Background: an optimization exercise with open tools, aiming at small area and a short achievable clock period. Do not read the settings as production practice. In this exercise RTL edits were held to simulation tests only and were not proved equivalent to the original. No activity file was given, so power comes from the tool's default toggle rates.

==> flow/design.v <==
module pipe4stage (
  input  logic        clk1,
  input  logic        rst,
  input  logic [3:0]  rs1,
  input  logic [3:0]  rs2,
  input  logic [3:0]  rd,
  input  logic [3:0]  func,
  input  logic [7:0]  addr,
  input  logic        write,
  input  logic [7:0]  dbg_addr,
  output logic [15:0] zout,
  output logic [15:0] dbg_data
);
  logic [15:0] rf_q  [16];
  logic [15:0] mem_q [256];
  logic        v1_q;
  logic [15:0] a1_q, b1_q;
  logic [3:0]  rd1_q, func1_q;
  logic [7:0]  addr1_q;
  logic        v2_q;
  logic [15:0] z2_q;
  logic [3:0]  rd2_q;
  logic [7:0]  addr2_q;
  logic        v3_q;
  logic [15:0] z3_q;
  logic [7:0]  addr3_q;
  logic [15:0] alu_d;
  always_comb begin
    alu_d = '0;
    unique case (func1_q)
      4'd0:    alu_d = a1_q + b1_q;
      4'd1:    alu_d = a1_q - b1_q;
      4'd2:    alu_d = a1_q * b1_q;
      4'd3:    alu_d = a1_q;
      4'd4:    alu_d = b1_q;
      4'd5:    alu_d = a1_q & b1_q;
      4'd6:    alu_d = a1_q | b1_q;
      4'd7:    alu_d = a1_q ^ b1_q;
      4'd8:    alu_d = ~a1_q;
      4'd9:    alu_d = ~b1_q;
      4'd10:   alu_d = a1_q >> 1;
      4'd11:   alu_d = a1_q << 1;
      default: alu_d = '0;
    endcase
  end
  always_ff @(posedge clk1) begin
    if (rst) begin
      for (int unsigned i = 0; i < 16; i++) rf_q[i] <= 16'(i);
      v1_q    <= 1'b0;
      a1_q    <= '0;
      b1_q    <= '0;
      rd1_q   <= '0;
      func1_q <= '0;
      addr1_q <= '0;
      v2_q    <= 1'b0;
      z2_q    <= '0;
      rd2_q   <= '0;
      addr2_q <= '0;
      v3_q    <= 1'b0;
      z3_q    <= '0;
      addr3_q <= '0;
    end else begin
      v1_q <= write;
      if (write) begin
        a1_q    <= rf_q[rs1];
        b1_q    <= rf_q[rs2];
        rd1_q   <= rd;
        func1_q <= func;
        addr1_q <= addr;
      end
      v2_q <= v1_q;
      if (v1_q) begin
        z2_q    <= alu_d;
        rd2_q   <= rd1_q;
        addr2_q <= addr1_q;
      end
      v3_q <= v2_q;
      if (v2_q) begin
        rf_q[rd2_q] <= z2_q;
        z3_q        <= z2_q;
        addr3_q     <= addr2_q;
      end
    end
  end
  logic [15:0] dbg_q;
  always_ff @(posedge clk1) begin
    if (!rst && v3_q) mem_q[addr3_q] <= z3_q;
    dbg_q <= mem_q[dbg_addr];
  end
  assign zout     = z2_q;
  assign dbg_data = dbg_q;
endmodule
==> flow/run.sh <==
#!/bin/bash
# synth_recipe.tcl (not shown) runs the flow's synth.tcl, then flattens the netlist and writes it again
# the make line also repeats each setting of config.mk as NAME=value (left out here)
make -C /OpenROAD-flow-scripts/flow DESIGN_CONFIG=/design/flow/config.mk WORK_HOME=/design/flow/orfs CLKGATE_MAP_FILE= SYNTH_SCRIPT=/design/flow/synth_recipe.tcl finish
==> flow/config.mk <==
export PLATFORM = sky130hd
export DESIGN_NAME = pipe4stage
export DESIGN_NICKNAME = pipe4stage
export VERILOG_FILES = /design/flow/design.v
export SDC_FILE = /design/flow/constraint.sdc
export NUM_CORES = 4
export LEC_CHECK = 0
export CAP_MARGIN = 20
export CORE_MARGIN = 2
export CORE_UTILIZATION = 50
export SLEW_MARGIN = 20
==> flow/constraint.sdc <==
create_clock -name core_clock -period 5.8 [get_ports {clk1}]
set_input_delay 1.1600 -clock core_clock [delete_from_list [all_inputs] [get_ports {clk1}]]
set_output_delay 1.1600 -clock core_clock [all_outputs]
set_load 0.01 [all_outputs]
==> impl_results.md <==
* Outcome: complete, no violations
* Worst Setup Start Kind: flip-flop
* Slowest stage cell on the critical path: fa_1
* Die Wd at about 600 um
* First-pass GRT wire length at ~670000 um
* Endpoint, Worst Hold: rd1_q[1]
* FF+latch count, synth at 4471
* Final setup viols at 0
* Final Hold Fails at 0
* Period utilisation layout at approximately 93%
* Detailed-route DRC error count at 0
* Worst Hold Slack at 0.476 ns
* Final Slew Violations at 0
* DRT antenna net count at 0
* Fill count at approximately 26000
* Die area at around 360000 um^2
* Mapped Area at 180000 um^2
* Core area at 359000 um^2
* Internal power at between 50 and 60 mW
* Largest family of logic cells by synthesized area: multiplexers
* Hold-fix buffers at CTS at 0
* Yosys top cell by area: edfxtp_1
* Peak Freq at 186 MHz
* Placed cells at between 10000 and 15000
* Synth warn at 1
* Detailed placement HPWL at around 290000 um
* R2R setup slack at about 0.41 ns
* Nets at 8987
* Dpl ws at just under 0.1 ns
* Hold WC Path Type: input port to flip-flop
* WS Path Type: flip-flop to flip-flop
* Cell mode on critical path: fa_1
* # H-tree levels at 5
* Clk_skew at between 0.06 and 0.07 ns
* Slowest cell delay on critical path at around 0.55 ns
* Reg clk slew, reported paths at approximately 0.06 ns
* Post-Synthesis Cells at 8173
* Worst EP required at about 6.6 ns
* Reg power frac at between 50% and 60%
* Post-Synth XOR/XNOR Area at less than 1%
* Largest net degree at the start of global routing at between 200 and 250
* Relative max-transition margin at between 20% and 30%
* Top_reg_cell synth: edfxtp_1
* Final worst path period need at between 5 and 6 ns
* Setup ws final at about 0.41 ns
* Placed inst area at approximately 190000 um^2
* Starting DRT DRC Count at between 10000 and 15000
* HP Start: rst
* Fin area at roughly 210000 um^2
* Port bufs at 66
* Compound-Gate Fraction of Synth Area at less than 1%
* Critical path peak fanout at 6
* Total Wirelength at 473000 um
* Setup TNS at 0 ns
* Crit-path cells: inv_1 -> nor2_1 -> fa_1 -> inv_1 -> fa_1 -> fa_1 -> fa_1 -> inv_1 -> fa_1 -> inv_1 -> fa_1 -> inv_1 -> ha_1 -> nand3_1 -> nand2_1 -> a41oi_2 -> nand2b_1 -> xor2_1 -> a221oi_1 -> nor3_1
* RePlAce Congestion at around 0.90
* WP data arrival at roughly 6.2 ns
* Total gr overflow at 0
* Worst reg2reg path startpoint: b1_q[5]
* Initial antenna violation count at 17
* CTS root buf: clkbuf_16
* Most frequent cell after synthesis: edfxtp_1
* Initial Util at about 50%
* Synth area leaders: edfxtp_1, mux4_2, dfxtp_1
* Vias at between 80000 and 90000
* Clock Tree Buf Depth at 4
* Max VDD drop at 0.000275 V
* Reg2reg path depth at 20
* LEAKAGE at 66.5 nW
* Routed len/inst at between 30 and 40 um
* CTS tree: done
* Cell row count at 220
* Layout cells sized above 1 at approximately a third
* Vias/cell at ~6.3
* Crit end category: flip-flop
* DR pass1 iterations at 7
* Total CTS buffers at about 460
* Worst hold path depth at 2
* Worst slew pin tran at between 1 and 1.5 ns
* I/O pins at 67
* Area grow syn2layout at 14.1%
* Clock Latency Late Sink at between 1 and 1.5 ns
* Pwr dens at roughly 330 nW/um^2
* Sinks on Clock Net at roughly 4500
* Multiplexer share of the synthesized area at about a fifth
* Number of global-route vias before repair at between 80000 and 90000
* Non-Filler Instances at 13900
* Sw frac at 21.5%
* Synthesized net count at 8386
* Final Power at 68.4 mW
* Comb pwr share at 5.7%
* Yosys top cell area share at between 70 and 80%
* Register area share after synthesis at about three quarters
* FF-to-FF End: z2_q[12]
* Gr usage total at 26.1%
* Synthesized area per cell at between 20 and 25 um^2
* EDFF count, synth at around 4400
* Die height at between 600 and 700 um
* Top post-synthesis cells by count: edfxtp_1, mux4_2, nor2_1
* Post-Synth Simple-Gate Area at 2.59%
* Async set or reset register ratio after synthesis at 0%
* Switch Pwr at 14.7 mW
* Count of cell types in the netlist at 57
* Adder-Cell Fraction of Synth Area at about 1.6%
* Fin util at a little under three fifths
* Clock power frac at between 40% and 50%
* MaxCap Viol Count at 0
* Unrepaired setup endpoints after global routing: no
repair_timing:
action / in CTS / in global routing
gates resized for setup: 0 / 8
setup buffers: 0 / 2
setup endpoints to repair: 0 / 5
cells by family (layout without fill, tap and decap cells):
| family | after synthesis | in the layout |
|---|---|---|
| compound gates | 207 | 207 |
| xor+xnor | 63 | 63 |
| fa+ha+maj | 178 | 178 |
| buf+inv | 653 | 1641 |
| flops | 4471 | 4471 |
| mux | 1602 | 1602 |
| other cells | 0 | 12 |
| simple gates | 999 | 999 |
registers in the layout, summed over array words and instances (netlist names), 16 cells and up:
register,count
mem_q,4096
rf_q,256
a1_q,16
b1_q,16
dbg_q,16
z2_q,16
z3_q,16
worst max-delay path by stage:
stage                     to  depth (start not counted)  startpoint
floorplan           z2_q[14]                         23     b1_q[4]
global placement    z2_q[14]                         21     a1_q[4]
detailed placement  z2_q[12]                         18     a1_q[4]
CTS                 z2_q[12]                         18     a1_q[4]
global route        z2_q[14]                         20     b1_q[1]
finish              z2_q[12]                         20     b1_q[5]
routing by layer:
layer	routed length [um]	track usage, %
met2	223000	40.4
met5	37	0
met4	10400	5.76
met3	37700	4.16
met1	201000	39.4
placed cells by master, fill, tap and decap left out, types with 49 or more instances in the layout:
cell	n
fa_1	81
clkinv_2	94
clkinv_1	99
nor2_2	107
clkdlybuf4s50_1	54
xnor2_1	49
clkbuf_16	463
dfxtp_1	97
buf_4	504
nand2_1	145
mux4_2	1504
mux2i_1	98
inv_1	144
clkbuf_1	94
and2_1	226
nor2_1	351
ha_1	97
buf_12	72
edfxtp_1	4352
a22oi_1	51
critical path: cells and delay by family, from the launching register on:
| kind | cells | cell delay, ns |
|---|---|---|
| fa+ha+maj | 7 | 3.27 |
| simple gates | 5 | 0.53 |
| compound gates | 2 | 0.51 |
| flops | 1 | 0.43 |
| buf+inv | 5 | 0.36 |
| xor+xnor | 1 | 0.15 |
final cells by class:
| type | instances | area, um^2 | area share (%) |
|---|---|---|---|
| Tap cell | 4773 | 5970 | 2.91 |
| Sequential cell | 4471 | 133000 | 64.8 |
| Antenna cell | 12 | 30.0 | 0.0146 |
| Clock inverter | 281 | 2820 | 1.37 |
| Timing Repair Buffer | 644 | 6050 | 2.94 |
| Multi-Input combinational cell | 3049 | 44800 | 21.8 |
| Inverter | 152 | 574 | 0.280 |
| Clock buffer | 564 | 12000 | 5.86 |
power by group through the flow:
stage	registers, mW	logic (mW)	clock network [mW]
final	35.3	3.91	29.2
after global placement	36.0	3.92	0
after detailed placement	36.0	3.92	0
after CTS	35.3	3.93	29.6
after floorplan	36.0	2.33	0
after global routing	35.3	4.12	30.9

## separate check: timing with driven ports
The flow's constraints put no driver on any port. The routed layout listed below was extracted and timed again, unchanged, in two steps.
Step 1: set_driving_cell puts a clkbuf_16 on clk1 and a buf_2 on each other input, an assumption about the parent block.
Step 2 also shifts input and output timing later by t, the mid clock arrival at the registers, as if the neighbouring blocks saw the same clock.
a / b / c = ideal ports / drivers / drivers and shift; a / b = the first two.
shift t [ns]: 1.082
setup WS [ns]: 0.414 / 0.414 / 0.414
worst setup path at the end: register to register
latest minus earliest clock arrival (ns): 0.072 / 0.072
slew at the worst register clock pin (ns): 0.07 / 0.07
After both steps this run still meets setup and hold. For this run, drivers alone change the setup slack by 0.000 ns; drivers and shift together by 0.000 ns.
